Background: an optimization exercise with open tools, aiming at small area and a short achievable clock period. Do not read the settings as production practice.
Function was not checked in any run shown here: the RTL went through the layout flow alone.
Power figures rest on the tool's default switching activity, not on a simulated workload.

--- design/flow/design.v ---
package mpa_core_pkg;
    localparam int data_width = 32;
    localparam int im_depth = 32;
    localparam int dm_depth = 32;
    localparam logic [data_width-1:0] reset_pc = '0;
    typedef logic [data_width-1:0] word_t;
    typedef enum logic [1:0] {
        dbg_none = 2'd0,   
        dbg_im   = 2'd1,   
        dbg_dm   = 2'd2,   
        dbg_mr   = 2'd3    
    } debug_func_e;
    typedef struct packed {
        logic        mem_debug;   
        debug_func_e func;        
        logic        we;          
        word_t       addr;        
        word_t       din;         
    } dbg_req_t;
endpackage
package mips_isa_pkg;
    localparam int opcode_w  = 6;
    localparam int reg_idx_w = 5;
    localparam int imm_w     = 16;
    localparam int num_regs = 2 ** reg_idx_w;   
    typedef enum logic [opcode_w-1:0] {
        op_special = 6'b00_0000,   
        op_lui     = 6'b00_1111,
        op_lb      = 6'b10_0000,
        op_lh      = 6'b10_0001,
        op_lw      = 6'b10_0011,
        op_lbu     = 6'b10_0100,
        op_lhu     = 6'b10_0101
    } opcode_e;
    typedef enum logic [2:0] {
        ld_none,        
        ld_upper_imm,   
        ld_byte,        
        ld_byte_u,      
        ld_half,        
        ld_half_u,      
        ld_word         
    } load_kind_e;
    typedef struct packed {
        opcode_e              opcode;
        logic [reg_idx_w-1:0] rs;    
        logic [reg_idx_w-1:0] rt;    
        logic [imm_w-1:0]     imm;   
    } mips_instr_t;
    typedef struct packed {
        logic       reg_we;      
        load_kind_e load_kind;
    } ctrl_t;
endpackage
module mpa_mips_top (
    input  logic                   mem_debug_clk_gate,
    input  logic                   HW_RSTn,
    input  logic                   dbg_mem_debug,   
    input  logic [1:0]             dbg_func,        
    input  logic                   dbg_we,          
    input  logic [31:0]            dbg_addr,        
    input  logic [31:0]            dbg_din,         
    output logic [31:0]            dout
);
    function automatic logic [31:0] dec32(input logic [4:0] idx);
        dec32 = 32'h0;
        dec32[idx] = 1'b1;
    endfunction
    logic [31:0][31:0] im_mem;    
    logic [31:0][31:0] dm_mem;    
    logic [31:0][31:0] regs;    
    logic [4:0]  pc_nxt;           
    logic        at_start;         
    logic [31:0] instr_q;          
    logic [6:0]  rs_q;             
    wire       md    = dbg_mem_debug;
    wire [4:0] a_mem = dbg_addr[6:2];
    wire [4:0] a_reg = dbg_addr[4:0];
    wire [31:0] dec_am = dec32(a_mem);
    wire [31:0] dec_ar = dec32(a_reg);
    wire im_we = md & dbg_we & (dbg_func == 2'd1);
    wire dm_we = md & dbg_we & (dbg_func == 2'd2);
    wire [31:0] instr  = at_start ? im_mem[0] : instr_q;
    wire [5:0]  opcode = instr[31:26];
    wire [4:0]  rt     = instr[20:16];
    wire [15:0] imm    = instr[15:0];
    wire [31:0] im_sel = md ? dec_am : dec32(pc_nxt);
    logic [31:0] im_rd;
    wire [6:0]  ea     = rs_q + imm[6:0];
    wire [31:0] dm_sel = md ? dec_am : dec32(ea[6:2]);
    logic [31:0] dm_rd;
    logic [31:0] mr_rd;
    logic [6:0]  rs_rd;
    wire [31:0] im0_nxt   = (im_we && (a_mem == 5'd0)) ? dbg_din : im_mem[0];
    wire [31:0] instr_nxt = md ? im0_nxt : im_rd;
    wire [4:0]  rs_nxt    = instr_nxt[25:21];
    wire [31:0] rs_sel    = dec32(rs_nxt);
    always_comb begin
        im_rd = 32'h0;
        dm_rd = 32'h0;
        mr_rd = 32'h0;
        rs_rd = 7'h0;
        for (int i = 0; i < 32; i++) begin
            im_rd = im_rd | ({32{im_sel[i]}} & im_mem[i]);
            dm_rd = dm_rd | ({32{dm_sel[i]}} & dm_mem[i]);
        end
        for (int i = 1; i < 32; i++) begin
            mr_rd = mr_rd | ({32{dec_ar[i]}} & regs[i]);
            rs_rd = rs_rd | ({7{rs_sel[i]}} & regs[i][6:0]);
        end
    end
    logic        ld_we;
    logic [31:0] wb_data;
    always_comb begin
        ld_we   = 1'b1;
        case (opcode)
            6'h0f:   wb_data = {imm, 16'h0000};
            6'h20:   wb_data = {{24{dm_rd[7]}}, dm_rd[7:0]};
            6'h24:   wb_data = {24'h0, dm_rd[7:0]};
            6'h21:   wb_data = {{16{dm_rd[15]}}, dm_rd[15:0]};
            6'h25:   wb_data = {16'h0, dm_rd[15:0]};
            6'h23:   wb_data = dm_rd;
            default: begin
                wb_data = 32'h0;
                ld_we   = 1'b0;
            end
        endcase
    end
    wire        rf_we   = md ? (dbg_we & (dbg_func == 2'd3)) : ld_we;
    wire [4:0]  rf_widx = md ? a_reg : rt;
    wire [31:0] rf_wd   = md ? dbg_din : wb_data;
    wire [31:0] rf_wsel = rf_we ? dec32(rf_widx) : 32'h0;
    wire [6:0]  rs_val_nxt = (rs_nxt == 5'd0) ? 7'h0 :
                             (rf_we && (rf_widx == rs_nxt)) ? rf_wd[6:0] : rs_rd;
    always_ff @(posedge mem_debug_clk_gate or negedge HW_RSTn) begin
        if (!HW_RSTn) begin
            pc_nxt   <= 5'd1;
            at_start <= 1'b1;
            rs_q     <= 7'h0;
        end else begin
            pc_nxt   <= md ? 5'd1 : pc_nxt + 5'd1;
            at_start <= 1'b0;
            rs_q     <= rs_val_nxt;
        end
    end
    always_ff @(posedge mem_debug_clk_gate) begin
        instr_q <= instr_nxt;
    end
    always_ff @(posedge mem_debug_clk_gate or negedge HW_RSTn) begin
        if (!HW_RSTn) begin
            for (int i = 1; i < 32; i++) regs[i] <= 32'h0;
        end else begin
            for (int i = 1; i < 32; i++)
                regs[i] <= ({32{rf_wsel[i]}} & rf_wd) | ({32{~rf_wsel[i]}} & regs[i]);
        end
    end
    always_ff @(posedge mem_debug_clk_gate) begin
        for (int i = 0; i < 32; i++) begin
            im_mem[i] <= im_mem[i] ^ ({32{im_we & dec_am[i]}} & (im_mem[i] ^ dbg_din));
            dm_mem[i] <= dm_mem[i] ^ ({32{dm_we & dec_am[i]}} & (dm_mem[i] ^ dbg_din));
        end
    end
    always_comb begin
        case (dbg_func)
            2'd1:    dout = md ? im_rd : instr;
            2'd2:    dout = dm_rd;
            2'd3:    dout = mr_rd;
            default: dout = 32'h0;
        endcase
    end
endmodule
--- design/flow/run.sh ---
#!/bin/bash
# synth_recipe.tcl (not shown) runs the flow's synth.tcl, then flattens the netlist and writes it again
# the make line also repeats each setting of config.mk as NAME=value (left out here)
make -C /OpenROAD-flow-scripts/flow DESIGN_CONFIG=/design/flow/config.mk WORK_HOME=/design/flow/orfs CLKGATE_MAP_FILE= SYNTH_SCRIPT=/design/flow/synth_recipe.tcl finish
--- design/flow/config.mk ---
export PLATFORM = sky130hd
export DESIGN_NAME = mpa_mips_top
export DESIGN_NICKNAME = mpa_mips_top
export VERILOG_FILES = /design/flow/design.v
export SDC_FILE = /design/flow/constraint.sdc
export NUM_CORES = 4
export LEC_CHECK = 0
export CAP_MARGIN = 20
export CORE_MARGIN = 2
export CORE_UTILIZATION = 40
export SETUP_SLACK_MARGIN = 0.3
export SLEW_MARGIN = 20
--- design/flow/constraint.sdc ---
create_clock -name core_clock -period 16.0 [get_ports {mem_debug_clk_gate}]
set_input_delay 3.2000 -clock core_clock [delete_from_list [all_inputs] [get_ports {mem_debug_clk_gate}]]
set_output_delay 3.2000 -clock core_clock [all_outputs]
set_load 0.01 [all_outputs]
==> impl_metrics.ini, run 1 <==
[place]
dp.cells = 13300
hpwlAfterDp_mm = 304
place.gp.congestion = 0.984
port_buffers = 76

[grt]
overflow = 0
busiest_layer = met2
grt_max_degree = 180
grt_usage_pct = 31.4
grt_pass1_wl_mm = 697
antenna_found_initial = 29
grtUsageMet2_pct = 47.3
grtUsageMet3_pct = 8.32
grt_pass1_vias = 88000
grtUsageMet1_pct = 41.4

[die]
die_w_um = 561
io_pins = 102
die_area_mm2 = 0.315
coreArea_mm2 = 0.309
initial_utilization_pct = 40.2
fp-row-count = 204
die_y_um = 561

[worst_setup_path]
rr_startpoint = at_start
endpoint_kind = output pin
startpoint_type = input port
path_cells = clkdlybuf4s50_1 > buf_4 > inv_1 > ha_1 > nor2b_1 > nor2b_1 > ha_1 > inv_2 > a21o_1 > buf_4 > o22ai_4 > buf_4 > nand2_1 > nand4_1 > a211oi_1 > nand4_1 > nor2_1 > a21oi_1 > o221ai_1 > nand2_1 > clkdlybuf4s50_1
worstSetupPathType = in2out
critPathArrivalTime_ns = 10.84
cp.required_ns = 12.80
r2r_slack_ns = 6.66
rr_worst_depth = 23
critPathMaxStageDelay_ns = 0.89
crit_family = buffers and inverters
crit_slowest_cell = a211oi_1
path_common_cell = buf_4
path_buf_inv = 7
cp_max_fo = 23

[sta]
finalCriticalPeriod_ns = 14.04
tightest_slew_ns = 1.29
fin_crit_sh_pct = 87.8
max_freq_mhz = 71.2
slew_violations = 0
setup_tns_ns = 0
rsz0062_at_grt = false
skew_ns = 0.110
setup_viol = 0
hold_violations = 0
slew_headroom_pct = 13.4

[power_and_ir_drop]
netSwitchingPower_mw = 5.69
pwr-share-clk_pct = 38.8
p_seq_share_pct = 45.1
p_sw_share_pct = 29.0
p_int_mw = 13.9
powerDensity_mw_per_mm2 = 138
vdd_drop_max_mv = 0.0974
power_frac_comb_pct = 16.0
leakage_nw = 50.5

[worst_hold_path]
min_path_cells = 2
hp-class = reg2reg

[synth]
synth_top_cell_area_share_pct = 49.5
netlist_instances = 9387
synth_top_flop_cell = edfxtp_1
ys_seq_area_share_pct = 70.3
synth_edf_count = 2048
synth_seq_cells = 3085
yosysWarnings = 1
synth_top_area_cell = edfxtp_1
synthTopCellsByArea = edfxtp_1, dfrtp_1, nand2_1
syn_nets = 9483
synth.avg_cell_area_um2 = 13.2
synth_area_mm2 = 0.124
synthArstFlopShare_pct = 32.6
synth_cell_type_count = 105

[clocking]
clkSinkCount = 3085
clk_pin_slew_ns = 0.06
cts_buffer_depth = 4
htreeDepth = 5
worstSkewPairLatency_ns = 0.97
cts_hold_buf = 0
ctsResizeCount = 0
cts_tree = done
cts-root-buf = clkbuf_16
cts_buffers = 329
post_cts_buffers = 0

[detailed_routing]
drt-total-wl_mm = 508
vias_per_cell = 6.67
drtPass1Iterations = 9
wire_per_inst_um = 36.5
ant_nets = 0
drt_iter0_markers = 16400
drc = 0
vias = 92700

[finish]
nets = 9606
final_cell_mix = edfxtp_1, nand2_1, dfrtp_1, o21ai_0, a22oi_1
drive_above_1_share_pct = 13.4
final_cells = 13900
final_common_cell = edfxtp_1
n_fill_cell = 27200
syn_to_final_growth_pct = 14.9

[status]
status = finished clean

[run]
cap_violations = 0
final cells by class:
class                           count  area, um^2  area share [%]
Antenna cell                       12        30.0          0.0211
Clock buffer                      431        8940            6.27
Clock inverter                    160        1640            1.15
Inverter                           35         131          0.0921
Multi-Input combinational cell   5536       35400            24.8
Sequential cell                  3085       87300            61.2
Tap cell                         4120        5150            3.61
Timing Repair Buffer              523        4090            2.86
stage by stage:
step	hold WS (ns)	setup slack (ns)	util, %	instance area, um^2	power (mW)
finish	0.479	1.96	46.2	143000	19.6
detailed placement	0.470	2.20	42.7	132000	12.0
floorplan	0.449	5.79	-	124000	10.3
global route	0.499	1.86	46.2	143000	20.0
global placement	0.461	2.18	42.7	132000	12.0
CTS	0.483	2.21	46.1	143000	19.5
routing by layer:
layer / vias to the layer above / wire [um]
li1: 37000 / -
met1: 47200 / 186000
met2: 7104 / 222000
met3: 1437 / 66600
met4: 20 / 32900
met5: - / 174
power by group through the flow:
stage	registers (mW)	clock network, mW	logic, mW
after detailed placement	9.01	0	2.99
after CTS	8.85	7.65	3.00
after global placement	9.00	0	2.96
after global routing	8.87	7.96	3.21
final	8.85	7.62	3.15
after floorplan	8.96	0	1.38
logic make-up (layout without fill, tap and decap cells):
family,after synthesis,after routing,synth area share [%]
AOI/OAI and AO/OA,2949,2949,17.0
xor gates and xnor gates,32,32,0.232
adders and majority gates,26,26,0.262
buffers and inverters,766,1149,2.43
DFF,3085,3085,70.3
muxes,132,132,1.17
other,1,13,0.00302
and+or+nand+nor,2396,2396,8.64
worst max-delay path by stage:
stage | from | cells past startpoint | end | slack, ns
after floorplan | dbg_addr[2] | 22 | dout[31] | 5.79
after global placement | dbg_addr[2] | 21 | dout[7] | 2.18
after detailed placement | dbg_addr[2] | 21 | dout[30] | 2.20
after CTS | dbg_addr[2] | 21 | dout[7] | 2.21
after global routing | dbg_addr[2] | 20 | dout[2] | 1.86
final | dbg_addr[2] | 21 | dout[30] | 1.96
synthesized netlist by cell type, types with 54 or more instances:
cell type / n
edfxtp_1: 2048
nand2_1: 1373
dfrtp_1: 1003
o21ai_0: 994
clkbuf_1: 592
a22oi_1: 449
a221oi_1: 369
a22o_1: 351
nor2_1: 299
nand4_1: 222
a222oi_1: 216
nand3_1: 196
a21oi_1: 129
mux2_2: 86
buf_2: 67
buf_1: 58
a31oi_1: 54
worst reg2reg max path: cells and delay by family, from the launching register on:
kind | cells | cell delay [ns]
adder cells (fa/ha/maj) | 2 | 0.61
flip-flops | 1 | 0.51
AO/OA/AOI/OAI | 5 | 2.14
buffers and inverters | 4 | 1.23
multiplexers | 1 | 0.44
XOR/XNOR | 1 | 0.18
AND/OR/NAND/NOR | 10 | 4.11
==> inputs of run 2 (changes only) <==
--- a/design/flow/design.v
+++ b/design/flow/design.v
@@ -68,7 +68,8 @@
     endfunction
     logic [31:0][31:0] im_mem;    
     logic [31:0][31:0] dm_mem;    
-    logic [31:0][31:0] regs;    
+    logic [31:0][31:0] regs;       
+    logic [31:0]       rf_vld;     
     logic [4:0]  pc_nxt;           
     logic        at_start;         
     logic [31:0] instr_q;          
@@ -105,8 +106,8 @@
             dm_rd = dm_rd | ({32{dm_sel[i]}} & dm_mem[i]);
         end
         for (int i = 1; i < 32; i++) begin
-            mr_rd = mr_rd | ({32{dec_ar[i]}} & regs[i]);
-            rs_rd = rs_rd | ({7{rs_sel[i]}} & regs[i][6:0]);
+            mr_rd = mr_rd | ({32{dec_ar[i] & rf_vld[i]}} & regs[i]);
+            rs_rd = rs_rd | ({7{rs_sel[i] & rf_vld[i]}} & regs[i][6:0]);
         end
     end
     logic        ld_we;
@@ -129,7 +130,7 @@
     wire        rf_we   = md ? (dbg_we & (dbg_func == 2'd3)) : ld_we;
     wire [4:0]  rf_widx = md ? a_reg : rt;
     wire [31:0] rf_wd   = md ? dbg_din : wb_data;
-    wire [31:0] rf_wsel = rf_we ? dec32(rf_widx) : 32'h0;
+    wire [31:0] rf_wsel = (rf_we ? dec32(rf_widx) : 32'h0) & 32'hffff_fffe;
     wire [6:0]  rs_val_nxt = (rs_nxt == 5'd0) ? 7'h0 :
                              (rf_we && (rf_widx == rs_nxt)) ? rf_wd[6:0] : rs_rd;
     always_ff @(posedge mem_debug_clk_gate or negedge HW_RSTn) begin
@@ -148,11 +149,14 @@
     end
     always_ff @(posedge mem_debug_clk_gate or negedge HW_RSTn) begin
         if (!HW_RSTn) begin
-            for (int i = 1; i < 32; i++) regs[i] <= 32'h0;
+            rf_vld <= 32'h0;
         end else begin
-            for (int i = 1; i < 32; i++)
-                regs[i] <= ({32{rf_wsel[i]}} & rf_wd) | ({32{~rf_wsel[i]}} & regs[i]);
+            rf_vld <= rf_vld | rf_wsel;
         end
+    end
+    always_ff @(posedge mem_debug_clk_gate) begin
+        for (int i = 1; i < 32; i++)
+            if (rf_wsel[i]) regs[i] <= rf_wd;
     end
     always_ff @(posedge mem_debug_clk_gate) begin
         for (int i = 0; i < 32; i++) begin
--- a/design/flow/config.mk
+++ b/design/flow/config.mk
@@ -8,5 +8,6 @@
 export CAP_MARGIN = 20
 export CORE_MARGIN = 2
 export CORE_UTILIZATION = 40
-export SETUP_SLACK_MARGIN = 0.3
+export SETUP_SLACK_MARGIN = 5
 export SLEW_MARGIN = 20
+export TNS_END_PERCENT = 100
==> run 2 against run 1 <==
Effect of this change:
- non-clock buffer count is 103 higher
- first-iteration DRC count decreased by 11%
- worst hold slack improved by 0.0045 ns
- still clean on timing, DRC and antenna
- largest power group unchanged
- critical path type unchanged
- register-to-register slack better by 0.38 ns
- critical endpoint is now dout[21]
- critical path depth shrank 3
- total power is 2.8% higher
- final cell count decreased by 15%
==> impl_metrics.ini, run 2 <==
[status]
status = finished clean

[power_and_ir_drop]
netSwitchingPower_mw = 5.78
pwr-share-clk_pct = 37.1
vdd_drop_max_mv = 0.130
leakage_nw = 44.9
power_frac_comb_pct = 17.7
p_sw_share_pct = 28.7
powerDensity_mw_per_mm2 = 143
p_seq_share_pct = 45.2
p_int_mw = 14.4

[synth]
synthXorXnorAreaFrac_pct = 0.306
synth_seq_cells = 3116
syn_nets = 7197
synth_top_cell_area_share_pct = 76.8
netlist_instances = 7100
ys_seq_area_share_pct = 78.3
synth_adder_area_share_pct = 0.284
yosysWarnings = 1
synthArstFlopShare_pct = 1.41
synth_compound_area_share_pct = 12.6
synth_area_mm2 = 0.119
synth_simple_gate_area_share_pct = 6.31
synthMuxAreaShare_pct = 0.566
synth_edf_count = 3040
synth_top_family_by_area = compound AO/OA/AOI/OAI gates
synth_top_flop_cell = edfxtp_1
yosysMostFrequentCell = edfxtp_1
synth_top_area_cell = edfxtp_1
synth_cell_type_count = 108
synth.avg_cell_area_um2 = 16.7
synthTopCellsByArea = edfxtp_1, a22oi_1, a221oi_1
synthTopCellsByCount = edfxtp_1, a22oi_1, nand2_1

[worst_setup_path]
r2r_end = rs_q[2]
r2r_slack_ns = 7.04
cp.required_ns = 12.80
endpoint_kind = output pin
rr_worst_depth = 24
critPathArrivalTime_ns = 7.95
rr_startpoint = pc_nxt[1]
startpoint_type = input port
cp_max_fo = 8
worstSetupPathType = in2out

[grt]
grt_usage_pct = 30.5
antenna_found_initial = 35
grt_max_degree = 67
overflow = 0
grt_pass1_wl_mm = 633
grt_pass1_vias = 75100

[detailed_routing]
drtPass1Iterations = 7
drc = 0
ant_nets = 0
drt_iter0_markers = 14700
drt-total-wl_mm = 473
wire_per_inst_um = 40.1
vias_per_cell = 6.77
vias = 80000

[clocking]
clk_pin_slew_ns = 0.06
cts_tree = done
worstSkewPairLatency_ns = 0.94
cts_buffer_depth = 4
htreeDepth = 5
cts_hold_buf = 0
cts_buffers = 319
cts-root-buf = clkbuf_16
clkSinkCount = 3116

[place]
hpwlAfterDp_mm = 265
place.gp.congestion = 0.975
port_buffers = 76

[die]
initial_utilization_pct = 40.1
coreArea_mm2 = 0.296
die_area_mm2 = 0.301
die_w_um = 549
die_y_um = 549
fp-row-count = 200
io_pins = 102

[sta]
max_freq_mhz = 89.7
setup_viol = 0
rsz0062_at_grt = true
finalCriticalPeriod_ns = 11.15
slew_violations = 0
fin_crit_sh_pct = 69.7
skew_ns = 0.108
hold_violations = 0
slew_headroom_pct = 15.5
setup_tns_ns = 0
tightest_slew_ns = 1.26

[finish]
n_fill_cell = 24900
final_util_pct = 47.5
nets = 7695
drive_above_1_share_pct = 19.5
final_cell_mix = edfxtp_1, a22oi_1, buf_4, nand2_1, clkbuf_16
syn_to_final_growth_pct = 18.5
final_common_cell = edfxtp_1

[worst_hold_path]
hp-class = reg2reg
min_from = rf_vld[16]
min_path_cells = 1
holdPathEnd = rf_vld[16]

[run]
cap_violations = 0
## run 2: changes by cell type after synthesis, moves of 133 or more
cell      delta
a22o_1     -133
a22oi_1    +347
clkbuf_1   -253
dfrtp_1    -961
edfxtp_1   +992
nand2_1    -977
o21ai_0    -940
## run 2: worst max path at each step
stage / from / end / slack (ns)
global route: at_start / dout[21] / 4.89
global placement: dbg_addr[3] / dout[2] / 2.30
floorplan: dbg_addr[2] / dout[12] / 6.21
CTS: dbg_addr[2] / dout[1] / 4.91
finish: dbg_addr[3] / dout[21] / 4.85
detailed placement: dbg_addr[3] / dout[8] / 2.34
## run 2: cell families after synthesis
family,count (synthesis)
xor gates and xnor gates,36
adders and majority gates,27
and+or+nand+nor,1492
AOI/OAI and AO/OA,1881
DFF,3116
buffers and inverters,484
muxes,63
other,1
## run 2: metal layers
| metal | vias up | wire [um] | track usage (%) |
|---|---|---|---|
| li1 | 30800 | - | - |
| met1 | 41000 | 165000 | 38.9 |
| met2 | 6738 | 211000 | 46.9 |
| met3 | 1462 | 63200 | 7.87 |
| met4 | 34 | 33800 | 18.3 |
| met5 | - | 325 | 0 |
## run 2: power by group through the flow
stage	combinational [mW]	sequential, mW	clock (mW)
after floorplan	1.39	9.25	0
after global placement	3.06	9.29	0
after detailed placement	3.07	9.29	0
after CTS	3.33	9.12	7.49
after global routing	3.60	9.12	7.79
final	3.56	9.12	7.48
## run 2: layout make-up
type	count	area (um^2)	area share [%]
flip-flops and latches	3116	93000	66.1
multi-input cells	3501	26800	19.0
clock buffers	380	8400	5.96
repair buffers	626	5590	3.97
well taps	3939	4930	3.50
clock inverters	194	1950	1.38
inverters	34	130	0.0924
diodes	12	30.0	0.0213
## run 2: stage by stage
stage | instances | area [um^2] | setup slack, ns | hold slack, ns | total power [mW]
floorplan | 7100 | 119000 | 6.21 | 0.445 | 10.6
global placement | 11000 | 127000 | 2.30 | 0.463 | 12.3
detailed placement | 11000 | 127000 | 2.34 | 0.467 | 12.4
CTS | 11800 | 140000 | 4.91 | 0.481 | 19.9
global route | 11800 | 141000 | 4.89 | 0.508 | 20.5
finish | 11800 | 141000 | 4.85 | 0.483 | 20.2
## run 2: timing repair
item                       4_1_cts  5_1_grt
setup endpoints to repair       39       32
buffers inserted               169       26
gates cloned                     5        4
pin swaps                       98       49
resized for setup              339       96
## run 2: worst max-delay path, stage by stage
cell	delay (ns)
clkdlybuf4s15_2	0.37
inv_2	0.24
ha_4	0.26
nor3b_4	0.24
ha_4	0.27
nand3b_4	0.24
buf_4	0.18
buf_4	0.13
buf_4	0.15
buf_4	0.16
nor2_2	0.30
a32oi_1	0.10
o2111ai_1	0.25
nor4_1	0.15
a221oi_2	0.59
nor2_1	0.12
nor2_2	0.37
clkdlybuf4s50_1	0.62

## afterwards: timing with drivers on the ports
The results above use ideal ports. As a check the final layouts listed here were re-extracted and re-timed, cells and wires unchanged.
Step 1: set_driving_cell puts a clkbuf_16 on mem_debug_clk_gate and a buf_2 on each other input, an assumption about the parent block.
Step 2 adds t to the input delays and takes it off the output delays; t is the mean of the earliest and latest rising clock arrival at the registers after step 1. Input paths then give back, and output paths get back, about the clock's delay inside the block.
Three values: no drivers, after step 1, after step 2; two values: the first two.
run | t (ns) | slack for setup (ns) | pins driven straight from the clock port
run 1 | 1.025 | 1.959 / 1.929 / 1.929 | 1
run 2 | 0.998 | 4.846 / 4.655 / 4.125 | 1
After both steps setup and hold are still met in every run listed. The setup slack of run 2, which loses most, moves by -0.191 ns with the drivers and by -0.721 ns with both steps.
